Background: an optimization exercise with open tools, aiming at small area, a short achievable clock period and few clock cycles per item. Do not read the settings as production practice. In this exercise RTL edits were held to simulation tests only and were not proved equivalent to the original.

== rev 12 ==
// mandel_engine
module mandel_engine #(
  parameter int W       = 16,
  parameter int FRAC    = 12,
  parameter int ITER_W  = 16,
  parameter int COORD_W = 9
) (
  input  logic               clk,
  input  logic               rst,
  input  logic               cfg_start,
  input  logic [COORD_W-1:0] cfg_pix_w,
  input  logic [COORD_W-1:0] cfg_pix_h,
  input  logic [W-1:0]       cfg_cxs,
  input  logic [W-1:0]       cfg_cys,
  input  logic [W-1:0]       cfg_dcx,
  input  logic [W-1:0]       cfg_dcy,
  input  logic [ITER_W-1:0]  cfg_max_iter,
  input  logic               abort,
  output logic               busy,
  output logic               done,
  output logic               out_valid,
  input  logic               out_ready,
  output logic [COORD_W-1:0] out_x,
  output logic [COORD_W-1:0] out_y,
  output logic [ITER_W-1:0]  out_iter,
  output logic               out_inside
);
  logic [COORD_W-1:0]  pix_w, pix_h, px, py;
  logic signed [W-1:0] cxs, dcx, dcy, cx, cy, x, y, sx, sy;
  logic [ITER_W-1:0]   max_iter, i;
  logic                comp, cyc_en;
  logic bigx, bigy, esc_mag;
  ...
==> module mandel_engine, before the edit <==
module mandel_engine #(
  parameter int W       = 16,
  parameter int FRAC    = 12,
  parameter int ITER_W  = 16,
  parameter int COORD_W = 9
) (
  input  logic               clk,
  input  logic               rst,
  input  logic               cfg_start,
  input  logic [COORD_W-1:0] cfg_pix_w,
  input  logic [COORD_W-1:0] cfg_pix_h,
  input  logic [W-1:0]       cfg_cxs,
  input  logic [W-1:0]       cfg_cys,
  input  logic [W-1:0]       cfg_dcx,
  input  logic [W-1:0]       cfg_dcy,
  input  logic [ITER_W-1:0]  cfg_max_iter,
  input  logic               abort,
  output logic               busy,
  output logic               done,
  output logic               out_valid,
  input  logic               out_ready,
  output logic [COORD_W-1:0] out_x,
  output logic [COORD_W-1:0] out_y,
  output logic [ITER_W-1:0]  out_iter,
  output logic               out_inside
);
  logic [COORD_W-1:0]  pix_w, pix_h, px, py;
  logic signed [W-1:0] cxs, dcx, dcy, cx, cy, x, y, sx, sy;
  logic [ITER_W-1:0]   max_iter, i;
  logic                comp, cyc_en;
  logic bigx, bigy, esc_mag;
  logic escape, at_lim, cyc, fin, can_out;
  logic signed [W-1:0] x_next, y_next;
  mandel_dp u_dp (
    .x(x[13:0]), .y(y[13:0]), .cx(cx), .cy(cy),
    .esc_mag(esc_mag), .xn(x_next), .yn(y_next)
  );
  always_comb begin
    bigx = !((x[15:13] == 3'b000) || (x[15:13] == 3'b111 && x[12:0] != '0));
    bigy = !((y[15:13] == 3'b000) || (y[15:13] == 3'b111 && y[12:0] != '0));
    escape = bigx || bigy || esc_mag;
    at_lim = (i == max_iter);
    cyc = cyc_en && ({x, y} == {sx, sy});
    fin = escape || at_lim || cyc;
    can_out = !out_valid || out_ready;
  end
  always_ff @(posedge clk) begin
    if (busy && !fin) begin
      x      <= x_next;
      y      <= y_next;
      i      <= i + ITER_W'(1);
      cyc_en <= 1'b1;
    end else begin
      x      <= '0;
      y      <= '0;
      i      <= '0;
      cyc_en <= 1'b0;
    end
    if (i[2:0] == 3'b000) begin
      sx <= x;
      sy <= y;
    end
  end
  always_ff @(posedge clk) begin
    if (rst) begin
      busy      <= 1'b0;
      done      <= 1'b0;
      out_valid <= 1'b0;
      comp      <= 1'b0;
    end else begin
      done <= 1'b0;
      if (busy && abort) begin
        busy      <= 1'b0;
        comp      <= 1'b0;
        out_valid <= 1'b0;
      end else if (!busy) begin
        if (cfg_start && !done) begin
          pix_w    <= cfg_pix_w;
          pix_h    <= cfg_pix_h;
          cxs      <= cfg_cxs;
          dcx      <= cfg_dcx;
          dcy      <= cfg_dcy;
          max_iter <= cfg_max_iter;
          px       <= '0;
          py       <= '0;
          cx       <= cfg_cxs;
          cy       <= cfg_cys;
          busy     <= 1'b1;
          comp     <= (cfg_pix_w != '0) && (cfg_pix_h != '0);
        end
      end else begin
        if (out_valid && out_ready) out_valid <= 1'b0;
        if (comp) begin
          if (fin && can_out) begin
            out_x      <= px;
            out_y      <= py;
            out_iter   <= escape ? i : max_iter;
            out_inside <= !escape;
            out_valid  <= 1'b1;
            if (px != pix_w - COORD_W'(1)) begin
              px <= px + COORD_W'(1);
              cx <= cx + dcx;
            end else begin
              px <= '0;
              cx <= cxs;
              if (py != pix_h - COORD_W'(1)) begin
                py <= py + COORD_W'(1);
                cy <= cy + dcy;
              end else begin
                comp <= 1'b0;
              end
            end
          end
        end else if (can_out) begin
          busy <= 1'b0;
          done <= 1'b1;
        end
      end
    end
  end
endmodule
make LEC_CHECK=0 CAP_MARGIN=20 CORE_MARGIN=2 CORE_UTILIZATION=40 SLEW_MARGIN=20 finish   # period 12.0 ns
run.sh (not shown) runs the stock make flow with config.mk's settings and CLKGATE_MAP_FILE= SYNTH_SCRIPT=/design/flow/synth_recipe.tcl, a recipe that flattens the netlist after the stock synthesis.
Testbench counts of rev 12, summed over its fixed seeds: cycles 49,446, pixels 3,072.
## Diff of input files: rev 13 against rev 12
diff --git a/flow/design.v b/flow/design.v
--- a/flow/design.v
+++ b/flow/design.v
@@ -26,40 +26,39 @@
 );
   logic [COORD_W-1:0]  pix_w, pix_h, px, py;
   logic signed [W-1:0] cxs, dcx, dcy, cx, cy, x, y, sx, sy;
   logic [ITER_W-1:0]   max_iter, i;
-  logic                comp, cyc_en;
-  logic bigx, bigy, esc_mag;
+  logic                comp, fresh;
+  logic signed [W-1:0] xe, ye;
+  logic [ITER_W-1:0]   ie;
+  logic bigx, bigy, esc_mag, mi_zero;
   logic escape, at_lim, cyc, fin, can_out;
   logic signed [W-1:0] x_next, y_next;
   mandel_dp u_dp (
-    .x(x[13:0]), .y(y[13:0]), .cx(cx), .cy(cy),
+    .x(xe[13:0]), .y(ye[13:0]), .cx(cx), .cy(cy),
     .esc_mag(esc_mag), .xn(x_next), .yn(y_next)
   );
   always_comb begin
-    bigx = !((x[15:13] == 3'b000) || (x[15:13] == 3'b111 && x[12:0] != '0));
-    bigy = !((y[15:13] == 3'b000) || (y[15:13] == 3'b111 && y[12:0] != '0));
-    escape = bigx || bigy || esc_mag;
-    at_lim = (i == max_iter);
-    cyc = cyc_en && ({x, y} == {sx, sy});
-    fin = escape || at_lim || cyc;
+    xe = fresh ? cx : x;
+    ye = fresh ? cy : y;
+    ie = fresh ? ITER_W'(1) : i;
+    mi_zero = (max_iter == '0);
+    bigx = !((xe[15:13] == 3'b000) || (xe[15:13] == 3'b111 && xe[12:0] != '0));
+    bigy = !((ye[15:13] == 3'b000) || (ye[15:13] == 3'b111 && ye[12:0] != '0));
+    escape = (bigx || bigy || esc_mag) && !mi_zero;
+    at_lim = (ie == max_iter);
+    cyc = !fresh && ({x, y} == {sx, sy});
+    fin = escape || at_lim || cyc || mi_zero;
     can_out = !out_valid || out_ready;
   end
   always_ff @(posedge clk) begin
-    if (busy && !fin) begin
-      x      <= x_next;
-      y      <= y_next;
-      i      <= i + ITER_W'(1);
-      cyc_en <= 1'b1;
-    end else begin
-      x      <= '0;
-      y      <= '0;
-      i      <= '0;
-      cyc_en <= 1'b0;
-    end
-    if (i[2:0] == 3'b000) begin
-      sx <= x;
-      sy <= y;
+    x     <= x_next;
+    y     <= y_next;
+    i     <= ie + ITER_W'(1);
+    fresh <= !busy || fin;
+    if (ie[1:0] == 2'b01) begin
+      sx <= xe;
+      sy <= ye;
     end
   end
   always_ff @(posedge clk) begin
     if (rst) begin
@@ -93,9 +92,9 @@
         if (comp) begin
           if (fin && can_out) begin
             out_x      <= px;
             out_y      <= py;
-            out_iter   <= escape ? i : max_iter;
+            out_iter   <= escape ? ie : max_iter;
             out_inside <= !escape;
             out_valid  <= 1'b1;
             if (px != pix_w - COORD_W'(1)) begin
               px <= px + COORD_W'(1);
### Flow results
- Having completed the whole flow, rev 13 delivered a layout that passed the timing, DRC and antenna checks.
- Diff rev 12 -> rev 13: count of unique library cells instantiated by Yosys saw an increase; post-route minimum period shows an increase of 440 ps.
- The xor/xnor share of the synthesized area reported for rev 13 is smaller than that of rev 12 by 0.92 points.
- Going from rev 12 to rev 13, total number of cells along the worst setup path grows by 7.
- Of the two values seen for origin of the worst setup path, fresh$_DFF_P_ was produced by rev 13 and x[12]$_SDFF_PN0_ by rev 12.
Testbench counts of rev 13, summed over its fixed seeds: cycles 45,937, pixels 3,072.

-- afterwards: timing with drivers on the ports --
The flow's constraints put no driver on any port. The routed layouts listed below were extracted and timed again, unchanged, in two steps. Step 1, drivers: a clkbuf_16 drives clk and a buf_2 each remaining input, both assumed. Step 2 also shifts input and output timing later by t, the mid clock arrival at the registers, as if the neighbouring blocks saw the same clock. Slacks: no drivers / after step 1 / after step 2; pairs: no drivers / after step 1.
run	t (ns)	setup slack, ns	worst hold slack (ns)
rev 12	0.625	3.085 / 3.085 / 3.085	0.500 / 0.500 / 0.500
rev 13	0.611	2.647 / 2.647 / 2.647	0.536 / 0.536 / 0.536
After both steps setup and hold are still met in every run listed.
